What follows belongs to an exercise in optimizing a design on an open flow for small area, a short achievable clock period and few clock cycles; a production flow would make more cautious choices. Function was checked by simulation only, so behaviour that the tests miss may differ from the original. Power and IR drop assume default switching activity.

### flow/config.mk
export PLATFORM = sky130hd
export DESIGN_NAME = mips_mc_core
export DESIGN_NICKNAME = mips_mc_core
export VERILOG_FILES = /design/flow/design.v
export SDC_FILE = /design/flow/constraint.sdc
export NUM_CORES = 4
export LEC_CHECK = 0
export CAP_MARGIN = 35
export CORE_MARGIN = 2
export CORE_UTILIZATION = 35
export PLACE_DENSITY = 0.5
export SLEW_MARGIN = 30
### flow/constraint.sdc
create_clock -name core_clock -period 8.0 [get_ports {clk}]
set_input_delay 1.6000 -clock core_clock [delete_from_list [all_inputs] [get_ports {clk}]]
set_output_delay 1.6000 -clock core_clock [all_outputs]
set_load 0.01 [all_outputs]
### flow/design.v
module mips_mc_core #(
    parameter logic [31:0] RESET_PC = 32'h0000_0000,
    parameter logic [4:0]  DBG_REG  = 5'd2
) (
    input  logic                  clk,
    input  logic                  rst,
    input  logic                  en,
    output logic                  mem_req,
    output logic                  mem_we,
    output logic [31:0]           mem_addr,
    output logic [31:0]           mem_wdata,
    input  logic [31:0]           mem_rdata,
    input  logic                  mem_ack,
    output logic [31:0]           pc,
    output logic [31:0]           dbg_reg,
    output logic                  halted
);
    localparam logic TRAP_EN = 1'b1;
    localparam logic [5:0] OP_R = 6'h00, OP_J = 6'h02, OP_JAL = 6'h03, OP_BEQ = 6'h04;
    localparam logic [5:0] OP_BNE = 6'h05, OP_ADDI = 6'h08, OP_ADDIU = 6'h09, OP_SLTI = 6'h0A;
    localparam logic [5:0] OP_SLTIU = 6'h0B, OP_ANDI = 6'h0C, OP_ORI = 6'h0D, OP_XORI = 6'h0E;
    localparam logic [5:0] OP_LUI = 6'h0F, OP_LW = 6'h23, OP_SW = 6'h2B;
    localparam logic [5:0] F_SLL = 6'h00, F_SRL = 6'h02, F_SRA = 6'h03, F_JR = 6'h08;
    localparam logic [5:0] F_ADD = 6'h20, F_ADDU = 6'h21, F_SUB = 6'h22, F_SUBU = 6'h23;
    localparam logic [5:0] F_AND = 6'h24, F_OR = 6'h25, F_XOR = 6'h26, F_NOR = 6'h27;
    localparam logic [5:0] F_SLT = 6'h2A, F_SLTU = 6'h2B;
    typedef enum logic [2:0] {S_FETCH, S_DECODE, S_EXEC, S_MEM, S_WB, S_HALT} state_t;
    state_t      state_q, state_d;
    logic [31:0] pc_q, ir_q, a_q, b_q, alu_q;
    logic        ovf_q;
    logic [31:0] rf_q [0:31];
    logic [5:0]  op, fn;
    logic [4:0]  rs, rt, rd, shamt, wb_dst;
    logic [31:0] imm_sext, imm_zext, pc_plus4, jtarget, br_target, rf_rs, rf_rt;
    logic        is_r, is_j, is_jal, is_jr, is_br, is_lw, is_sw, legal, br_taken;
    logic [31:0] opb, sum, diff, alu_res;
    logic        alu_ovf;
    assign op        = ir_q[31:26];
    assign rs        = ir_q[25:21];
    assign rt        = ir_q[20:16];
    assign rd        = ir_q[15:11];
    assign shamt     = ir_q[10:6];
    assign fn        = ir_q[5:0];
    assign imm_sext  = {{16{ir_q[15]}}, ir_q[15:0]};
    assign imm_zext  = {16'h0000, ir_q[15:0]};
    assign pc_plus4  = pc_q + 32'd4;
    assign jtarget   = {pc_plus4[31:28], ir_q[25:0], 2'b00};
    assign br_target = pc_plus4 + {imm_sext[29:0], 2'b00};
    assign rf_rs     = rf_q[rs];
    assign rf_rt     = rf_q[rt];
    assign is_r      = (op == OP_R);
    assign is_j      = (op == OP_J);
    assign is_jal    = (op == OP_JAL);
    assign is_jr     = is_r && (fn == F_JR);
    assign is_br     = (op == OP_BEQ) || (op == OP_BNE);
    assign is_lw     = (op == OP_LW);
    assign is_sw     = (op == OP_SW);
    assign br_taken  = (op == OP_BEQ) ? (a_q == b_q) : (a_q != b_q);
    assign wb_dst    = is_r ? rd : rt;
    assign pc        = pc_q;
    assign dbg_reg   = rf_q[DBG_REG];
    always_comb begin
        legal = 1'b0;
        if (is_r) begin
            case (fn)
                F_SLL, F_SRL, F_SRA, F_JR, F_ADD, F_ADDU, F_SUB, F_SUBU,
                F_AND, F_OR, F_XOR, F_NOR, F_SLT, F_SLTU: legal = 1'b1;
                default: legal = 1'b0;
            endcase
        end else begin
            case (op)
                OP_J, OP_JAL, OP_BEQ, OP_BNE, OP_ADDI, OP_ADDIU, OP_SLTI,
                OP_SLTIU, OP_ANDI, OP_ORI, OP_XORI, OP_LUI, OP_LW, OP_SW: legal = 1'b1;
                default: legal = 1'b0;
            endcase
        end
    end
    always_comb begin
        opb = b_q;
        if (!is_r && !is_br) begin
            opb = (op == OP_ANDI || op == OP_ORI || op == OP_XORI) ? imm_zext : imm_sext;
        end
        sum     = a_q + opb;
        diff    = a_q - opb;
        alu_res = sum;
        alu_ovf = 1'b0;
        if (is_r) begin
            case (fn)
                F_ADD:  alu_ovf = (a_q[31] == opb[31]) && (sum[31] != a_q[31]);
                F_SUB:  begin
                    alu_res = diff;
                    alu_ovf = (a_q[31] != opb[31]) && (diff[31] != a_q[31]);
                end
                F_SUBU: alu_res = diff;
                F_AND:  alu_res = a_q & opb;
                F_OR:   alu_res = a_q | opb;
                F_XOR:  alu_res = a_q ^ opb;
                F_NOR:  alu_res = ~(a_q | opb);
                F_SLT:  alu_res = {31'd0, $signed(a_q) < $signed(opb)};
                F_SLTU: alu_res = {31'd0, a_q < opb};
                F_SLL:  alu_res = b_q << shamt;
                F_SRL:  alu_res = b_q >> shamt;
                F_SRA:  alu_res = $unsigned($signed(b_q) >>> shamt);
                default: ;
            endcase
        end else begin
            case (op)
                OP_ADDI:  alu_ovf = (a_q[31] == opb[31]) && (sum[31] != a_q[31]);
                OP_SLTI:  alu_res = {31'd0, $signed(a_q) < $signed(opb)};
                OP_SLTIU: alu_res = {31'd0, a_q < opb};
                OP_ANDI:  alu_res = a_q & opb;
                OP_ORI:   alu_res = a_q | opb;
                OP_XORI:  alu_res = a_q ^ opb;
                OP_LUI:   alu_res = {ir_q[15:0], 16'h0000};
                default: ;
            endcase
        end
    end
    always_ff @(posedge clk) begin
        if (rst) begin
            state_q <= S_FETCH;
        end else if (en) begin
            state_q <= state_d;
        end
    end
    always_comb begin
        state_d = state_q;
        case (state_q)
            S_FETCH:  if (mem_ack) state_d = S_DECODE;
            S_DECODE: begin
                if (!legal)                      state_d = TRAP_EN ? S_HALT : S_FETCH;
                else if (is_j || is_jal || is_jr) state_d = S_FETCH;
                else                             state_d = S_EXEC;
            end
            S_EXEC: begin
                if (is_br)               state_d = S_FETCH;
                else if (is_lw || is_sw) state_d = S_MEM;
                else                     state_d = S_WB;
            end
            S_MEM:    if (mem_ack) state_d = is_sw ? S_FETCH : S_WB;
            S_WB:     state_d = S_FETCH;
            default:  state_d = S_HALT;
        endcase
    end
    always_comb begin
        mem_req   = 1'b0;
        mem_we    = 1'b0;
        mem_addr  = pc_q;
        mem_wdata = b_q;
        halted        = TRAP_EN && (state_q == S_HALT);
        if (!rst) begin
            case (state_q)
                S_FETCH: mem_req = 1'b1;
                S_MEM: begin
                    mem_req  = 1'b1;
                    mem_we   = is_sw;
                    mem_addr = {alu_q[31:2], 2'b00};
                end
                default: ;
            endcase
        end
    end
    always_ff @(posedge clk) begin
        if (rst) begin
            pc_q  <= RESET_PC;
            ir_q  <= '0;
            a_q   <= '0;
            b_q   <= '0;
            alu_q <= '0;
            ovf_q <= 1'b0;
            for (int i = 0; i < 32; i++) rf_q[i] <= '0;
        end else if (en) begin
            case (state_q)
                S_FETCH: if (mem_ack) ir_q <= mem_rdata;
                S_DECODE: begin
                    a_q <= rf_rs;
                    b_q <= rf_rt;
                    if (!legal) begin
                        if (!TRAP_EN) pc_q <= pc_plus4;
                    end else if (is_jr) begin
                        pc_q <= rf_rs;
                    end else if (is_j || is_jal) begin
                        pc_q <= jtarget;
                        if (is_jal) rf_q[31] <= pc_plus4;
                    end
                end
                S_EXEC: begin
                    alu_q <= alu_res;
                    ovf_q <= alu_ovf;
                    if (is_br) pc_q <= br_taken ? br_target : pc_plus4;
                end
                S_MEM: if (mem_ack) begin
                    if (is_sw) pc_q <= pc_plus4;
                    else       alu_q <= mem_rdata;
                end
                S_WB: begin
                    if (!ovf_q && wb_dst != 5'd0) rf_q[wb_dst] <= alu_q;
                    pc_q <= pc_plus4;
                end
                default: ;
            endcase
        end
    end
endmodule
### flow/run.sh
#!/bin/bash
# synth_recipe.tcl (not shown) runs the flow's synth.tcl, then flattens the netlist and writes it again
# the make line also repeats each setting of config.mk as NAME=value (left out here)
make -C /OpenROAD-flow-scripts/flow DESIGN_CONFIG=/design/flow/config.mk WORK_HOME=/design/flow/orfs CLKGATE_MAP_FILE= SYNTH_SCRIPT=/design/flow/synth_recipe.tcl finish
==> results.cfg <==
[grt]
number_of_antenna_violations_at_the_first_check_in_global_routing = 32
grt_start_max_net_pins = 100
grt_usage_pct = 29.2
first_pass_grt_wire_length_mm = 447
number_of_global_route_vias_before_repair = 53300
gr-total-overflow = 0

[clock_tree]
number_of_instances_resized_during_post_cts_repair = 0
cts_root_buf = sky130_fd_sc_hd__clkbuf_16
cts_made_buffers = 142
ctsHoldBuffers = 0
tritoncts_num_sinks = 1195
clock_tree_from_tritoncts = yes
clock_insertion_delay_worst_skew_ps = 810
clk_path_buf_depth = 3
cts_setup_buffers = 0
clk_transition_reported_paths_ps = 60
htreeDepth = 4

[critical_path]
criticalPathCategory = reg -> reg
worst_setup_path_end_kind = flop
sort_of_element_at_the_start_of_the_critical_path = flop
data_required_time_of_the_critical_path_ps = 8650
reg2reg_setup_slack_ps = 2250
worst-endpoint-arrival_ps = 6400
critical_path.max_fanout = 8

[floorplan]
dieArea_um2 = 217000
die-width_um = 466
core_area_um2 = 212000
placementRows = 169
die-height_um = 466
initial_utilization_pct = 35.2
top_level_pins = 167

[power_and_ir_drop]
power_leakage_nw = 28.5
power.ir.vdd_worst_v = 0.000191
power_density_nw_per_um2 = 217

[run_status]
status = finished clean

[final_layout]
nets = 6195
finalNonFillerCells = 8961
fillers = 19942
drive_above_1_share_pct = 21.2
area_growth_synth_to_finish_pct = 13.8

[synthesis]
distinct_cells_synth = 81
synth-async-reset-ratio_pct = 0
yosysTopAreaCell = sky130_fd_sc_hd__edfxtp_1
number_of_synthesized_register_bits = 1195
synth.yosys.seq_area_share_pct = 45.7
synth_enable_flop_cells = 1024
ys.warnings.count = 1
synth_flop_cell = sky130_fd_sc_hd__edfxtp_1
synth_top_area_share_pct = 41.1
synth_area_um2 = 74800
synth.avg_cell_area_um2 = 12.3
cells_after_synthesis = 6092
synthTopCellsByArea = sky130_fd_sc_hd__edfxtp_1 41%, sky130_fd_sc_hd__mux4_2 21%, sky130_fd_sc_hd__and2_1 7.7%

[flow_run]
maxcap_violations = 0

[placed_design]
buffer_ports.inserted = 166
gpl.final_weighted_congestion = 0.983
placedCellCount = 8701
place.detailed.hpwl_mm = 230

[route]
first_iter_violations = 7649
first_pass_iters = 6
wire_per_inst_um = 36.1
detail_route.drc_violations = 0
vias_per_cell = 6.23
vias = 55790
wirelength_mm = 323
route.antenna.remaining_nets = 0

[sta]
post-route-period-util_pct = 71.8
final-hold-violation-count = 0
worst_hold_slack_ps = 456
final.setup.tns_ps = 0
grt_setup_unrepaired = false
final-max-slew-violation-count = 0
setup_viol_count_final = 0
final.setup_skew_ps = 29.0
max_freq_mhz = 174
layout_min_cycle_time_ps = 5750
maxSlewHeadroom_pct = 30.8
tightest_slew_ps = 1030

[hold_path]
hold_class = reg -> reg
## metal layers
| layer | vias to the layer above | routed length, um | global-route usage [%] |
|---|---|---|---|
| li1 | 23013 | - | - |
| met5 | - | 41 | 0 |
| met2 | 2992 | 148000 | 45.7 |
| met1 | 29233 | 132000 | 39.9 |
| met3 | 546 | 27200 | 5.19 |
| met4 | 6 | 15800 | 12.5 |
## synth_stat cells, types with 14 or more instances
cell                          n
sky130_fd_sc_hd__buf_2       43
sky130_fd_sc_hd__a21oi_1    259
sky130_fd_sc_hd__o31ai_1     18
sky130_fd_sc_hd__a31oi_1     28
sky130_fd_sc_hd__o21ai_0    198
sky130_fd_sc_hd__nand3_1     69
sky130_fd_sc_hd__a221oi_1    35
sky130_fd_sc_hd__mux2i_1    176
sky130_fd_sc_hd__buf_1       79
sky130_fd_sc_hd__ha_1       126
sky130_fd_sc_hd__inv_1      124
sky130_fd_sc_hd__a211oi_1   142
sky130_fd_sc_hd__nand2_1    277
sky130_fd_sc_hd__nor2_1     391
sky130_fd_sc_hd__xor2_1      56
sky130_fd_sc_hd__o221ai_1    17
sky130_fd_sc_hd__or3_1       16
sky130_fd_sc_hd__o21a_1      28
sky130_fd_sc_hd__nor4_1      25
sky130_fd_sc_hd__a21o_1      34
sky130_fd_sc_hd__and3_1      21
sky130_fd_sc_hd__mux4_2     682
sky130_fd_sc_hd__nand2b_1    15
sky130_fd_sc_hd__a311oi_1    17
sky130_fd_sc_hd__o211ai_1    41
sky130_fd_sc_hd__a22oi_1     14
sky130_fd_sc_hd__dfxtp_1    171
sky130_fd_sc_hd__a22o_1      30
sky130_fd_sc_hd__o22ai_1     27
sky130_fd_sc_hd__clkbuf_1   499
sky130_fd_sc_hd__nor2b_1     18
sky130_fd_sc_hd__nor3_1     129
sky130_fd_sc_hd__mux2_2      67
sky130_fd_sc_hd__xnor2_1    107
sky130_fd_sc_hd__edfxtp_1  1024
sky130_fd_sc_hd__and2_1     915
sky130_fd_sc_hd__o21bai_1    23
## kinds of logic after synthesis
group | share of synthesized area (%)
AOI/OAI and AO/OA | 8.86
xor gates and xnor gates | 1.91
adders and majority gates | 2.19
buffers and inverters | 3.89
DFF | 45.7
muxes | 23.9
other | 0.00501
and+or+nand+nor | 13.6
## worst paths after layout
kind	start	end	cells past startpoint
max	pc_q[3]$_SDFFE_PP0P_	pc_q[28]$_SDFFE_PP0P_	16
min	ir_q[8]$_SDFFE_PP0P_	ir_q[8]$_SDFFE_PP0P_	2
max reg2reg	pc_q[3]$_SDFFE_PP0P_	pc_q[28]$_SDFFE_PP0P_	16
min reg2reg	ir_q[8]$_SDFFE_PP0P_	ir_q[8]$_SDFFE_PP0P_	2
## metrics by stage
stage,utilization [%],total power [W],instance area [um^2],setup WS [ps]
final,40.1,0.0184,85100,2250
after global routing,40.1,0.0189,85100,1940
after CTS,40.0,0.0184,85000,2280
after detailed placement,38.0,0.0120,80600,2340
after global placement,37.6,0.0120,79900,2270
after floorplan,-,0.0101,74900,2720
## where the power goes
part / total [W] / switching (W) / internal, W
logic: 0.00464 / 0.00298 / 0.00167
clock network: 0.00639 / 0.00280 / 0.00360
registers: 0.00741 / 0.000386 / 0.00702
## critical path, cell delays in order, from the launching register on
cell and delay, ps:
sky130_fd_sc_hd__dfxtp_1 730, sky130_fd_sc_hd__ha_1 490, sky130_fd_sc_hd__nand3_1 420, sky130_fd_sc_hd__nor2_1 470
sky130_fd_sc_hd__nand3_1 140, sky130_fd_sc_hd__xnor2_1 530, sky130_fd_sc_hd__ha_1 420, sky130_fd_sc_hd__a21o_1 190
sky130_fd_sc_hd__a21oi_1 160, sky130_fd_sc_hd__o21ai_0 110, sky130_fd_sc_hd__a31oi_1 510, sky130_fd_sc_hd__a211oi_1 220
sky130_fd_sc_hd__a311oi_1 470, sky130_fd_sc_hd__a21oi_1 150, sky130_fd_sc_hd__xor2_1 170, sky130_fd_sc_hd__a221oi_1 280
sky130_fd_sc_hd__a211oi_1 120
## layout by cell type, fill, tap and decap left out, types with 165 or more instances in the layout
cell type / n
sky130_fd_sc_hd__buf_4: 182
sky130_fd_sc_hd__mux4_2: 682
sky130_fd_sc_hd__mux2i_1: 175
sky130_fd_sc_hd__edfxtp_1: 1024
sky130_fd_sc_hd__nor2_1: 354
sky130_fd_sc_hd__and2_1: 915
sky130_fd_sc_hd__clkdlybuf4s50_1: 165
sky130_fd_sc_hd__nand2_1: 274
sky130_fd_sc_hd__o21ai_0: 168
sky130_fd_sc_hd__a21oi_1: 258
## flip-flops by register name, summed over array words and instances, names as in the netlist, named ones only
register,count
rf_q,1024
ovf_q,1
alu_q,32
state_q,3
b_q,32
a_q,32
ir_q,32
pc_q,32
## final cells by class
class	instances	area (um^2)	area share, %
Multi-Input combinational cell	4174	38500	45.2
Sequential cell	1195	34200	40.2
Timing Repair Buffer	390	3950	4.64
Clock buffer	185	3900	4.58
Tap cell	2821	3530	4.15
Clock inverter	60	523	0.614
Inverter	127	477	0.560
Antenna cell	9	22.5	0.0265
Testbench counts, summed over its fixed seeds: cycles 372,533.

separate check: timing with driven ports:
How much do the figures lean on ideal ports? The routed layout below was timed once more, with nothing changed but the port constraints.
Step 1: set_driving_cell puts a clkbuf_16 on clk and a buf_2 on each other input, an assumption about the parent block.
Step 2 moves the port delays by t, midway between the first and last clock arrival at a register: inputs arrive t later, outputs are due t later. That takes back most of the time a late clock gives input paths.
Three values: ideal ports, drivers, drivers and shift; two values: the first two.
shift t [ns]: 0.878
setup WS [ns]: 2.254 / 2.254 / 2.254
slew at the worst register clock pin (ns): 0.07 / 0.07
cell pins on the clock port's net: 1
After both steps setup and hold are still met in this run. For this run, drivers alone change the setup slack by 0.000 ns; drivers and shift together by 0.000 ns.
